Context: an optimization exercise on an open-source flow, tuned for small area, a short achievable clock period and few clock cycles. The choices shown serve that exercise and are no tape-out recipe. The RTL was checked by simulation tests, not by an equivalence proof against the original design. No activity file was given, so power comes from the tool's default toggle rates.

// nice_core_top
module nice_core_top (
   input  logic                  nice_clk,
   input  logic                  nice_rst_n,
   output logic                  nice_active,
   output logic                  nice_mem_holdup,
   input  logic                  nice_req_valid,
   output logic                  nice_req_ready,
   input  logic [32-1:0] nice_req_inst,
   input  logic [32-1:0] nice_req_rs1,
   input  logic [32-1:0] nice_req_rs2,
   output logic                  nice_rsp_valid,
   input  logic                  nice_rsp_ready,
   output logic [32-1:0] nice_rsp_rdat,
   output logic                  nice_rsp_err,
   output logic                  nice_icb_cmd_valid,
   input  logic                  nice_icb_cmd_ready,
   output logic [32-1:0] nice_icb_cmd_addr,
   output logic                  nice_icb_cmd_read,
   output logic [32-1:0] nice_icb_cmd_wdata,
   input  logic                  nice_icb_rsp_valid,
   output logic                  nice_icb_rsp_ready,
   input  logic [32-1:0] nice_icb_rsp_rdata,
   input  logic                  nice_icb_rsp_err
);
Settings: LEC_CHECK=0, CAP_MARGIN=20, CORE_MARGIN=2, CORE_UTILIZATION=40, CTS_CLUSTER_DIAMETER=100, CTS_CLUSTER_SIZE=20, SETUP_SLACK_MARGIN=4.4, SLEW_MARGIN=20; clock period 8.0 ns.
run.sh (not shown) runs the stock make flow with config.mk's settings and CLKGATE_MAP_FILE= SYNTH_SCRIPT=/design/flow/synth_recipe.tcl, a recipe that flattens the netlist after the stock synthesis.
The baseline ran to the end with no violations.
Testbench counts at the start, summed over its fixed seeds: cycles 4,928.
Edit:
==> flow/flow/run.sh (new file) <==
#!/bin/bash
# The standard layout, except that the port buffers are buf_2 cells instead of
# the flow's default choice. Synthesis is the standard one, unchanged.
set -euo pipefail
bash standard.sh synth > synth.log 2>&1
bash standard.sh finish 'BUFFER_PORTS_ARGS=-buffer_cell sky130_fd_sc_hd__buf_2' > layout.log 2>&1
==> flow/standard.sh (new file) <==
#!/bin/bash
# synth_recipe.tcl (not shown) runs the flow's synth.tcl, then flattens the netlist and writes it again
# the make line also repeats each setting of config.mk as NAME=value (left out here)
make -C /OpenROAD-flow-scripts/flow DESIGN_CONFIG=/design/flow/config.mk WORK_HOME=/design/flow/orfs CLKGATE_MAP_FILE= SYNTH_SCRIPT=/design/flow/synth_recipe.tcl "${@:-finish}"
removed: flow/run.sh
After rerunning: Design area drops by 2.7%. Die area does not change. Register-to-register slack is about the same. Utilization goes down by 1.3 points. Combinational power falls by 21%. Synthesized cell count is unchanged. Synthesized area is unchanged.


Another version of the RTL of nice_core_top (not shown whole).
Size: roughly 4800 cells after synthesis, roughly 240 I/O pins, ~0.044 mm^2 of cells after synthesis.
==> flow/design.v (excerpt) <==
module nice_core_top (
   input  logic                  nice_clk,
   input  logic                  nice_rst_n,
   output logic                  nice_active,
   output logic                  nice_mem_holdup,
   input  logic                  nice_req_valid,
   output logic                  nice_req_ready,
   input  logic [32-1:0] nice_req_inst,
   input  logic [32-1:0] nice_req_rs1,
   input  logic [32-1:0] nice_req_rs2,
   output logic                  nice_rsp_valid,
   input  logic                  nice_rsp_ready,
   output logic [32-1:0] nice_rsp_rdat,
   output logic                  nice_rsp_err,
   output logic                  nice_icb_cmd_valid,
   input  logic                  nice_icb_cmd_ready,
   output logic [32-1:0] nice_icb_cmd_addr,
   output logic                  nice_icb_cmd_read,
   output logic [32-1:0] nice_icb_cmd_wdata,
   input  logic                  nice_icb_rsp_valid,
   output logic                  nice_icb_rsp_ready,
   input  logic [32-1:0] nice_icb_rsp_rdata,
   input  logic                  nice_icb_rsp_err
);
   localparam int STEPS = 2;
   logic d_mem3, d_labuf, d_lpbuf, d_sbuf, d_work, d_mem, d_ill;
   assign d_mem3  = (nice_req_inst[6:0] == 7'h7b) &&
                    (nice_req_inst[14:12] == 3'b010);
   assign d_labuf = d_mem3 && (nice_req_inst[31:25] == 7'b0000001);
   assign d_lpbuf = d_mem3 && (nice_req_inst[31:25] == 7'b0000011);
  ...
clock: 8.0 ns
lec_check: 0
abc_area: 1
cap_margin: 20
core_margin: 2
core_utilization: 40
setup_slack_margin: 4.2
slew_margin: 20
Stock flow here: none of the scripts above is used.
The starting point finished clean.
Testbench counts at the start, summed over its fixed seeds: cycles 4,928.
Edit:
--- a/flow/config.mk
+++ b/flow/config.mk
@@ -8 +7,0 @@
-export ABC_AREA = 1
@@ -11,0 +11,2 @@
+export CTS_BUF_LIST = sky130_fd_sc_hd__clkbuf_4 sky130_fd_sc_hd__clkbuf_8
+export CTS_CLUSTER_SIZE = 25
After rerunning:
- power falls by 15%
- area after synthesis fell by 1.2%
- die area goes down by 1.2%
- wire length stays flat
Edit:
--- a/flow/config.mk
+++ b/flow/config.mk
@@ -11,2 +10,0 @@
-export CTS_BUF_LIST = sky130_fd_sc_hd__clkbuf_4 sky130_fd_sc_hd__clkbuf_8
-export CTS_CLUSTER_SIZE = 25
=> Utilization went down by 0.40 points; worst hold slack gets worse by 0.019 ns; area after synthesis is unchanged.

-- afterwards: timing with drivers on the ports --
How much do the figures lean on ideal ports? The routed layouts below were timed once more, with nothing changed but the port constraints. Step 1 assumes that a clkbuf_16 drives the clock port and a buf_2 every other input. Step 2 times the ports against the registers' clock, not the clock port: input delays grow and output delays shrink by t, the midpoint of the rising clock arrivals with the driver on. Three values: ideal ports, drivers, drivers and shift; two values: the first two.
run	t, ns	setup slack, ns	clock arrival spread, ns	pins driven straight from the clock port
the first run of note 1	0.726	4.363 / 4.315 / 3.832	0.042 / 0.043	1
the second run of note 1	0.720	4.349 / 4.312 / 3.973	0.044 / 0.043	1
the first run of note 2	0.770	4.052 / 3.986 / 3.740	0.064 / 0.063	1
the second run of note 2	0.897	4.010 / 3.943 / 3.583	0.048 / 0.049	1
the third run of note 2	0.766	4.083 / 4.014 / 3.746	0.044 / 0.043	1
After both steps setup and hold are still met in every run listed. The setup slack of the first run of note 1, which loses most, moves by -0.048 ns with the drivers and by -0.531 ns with both steps.
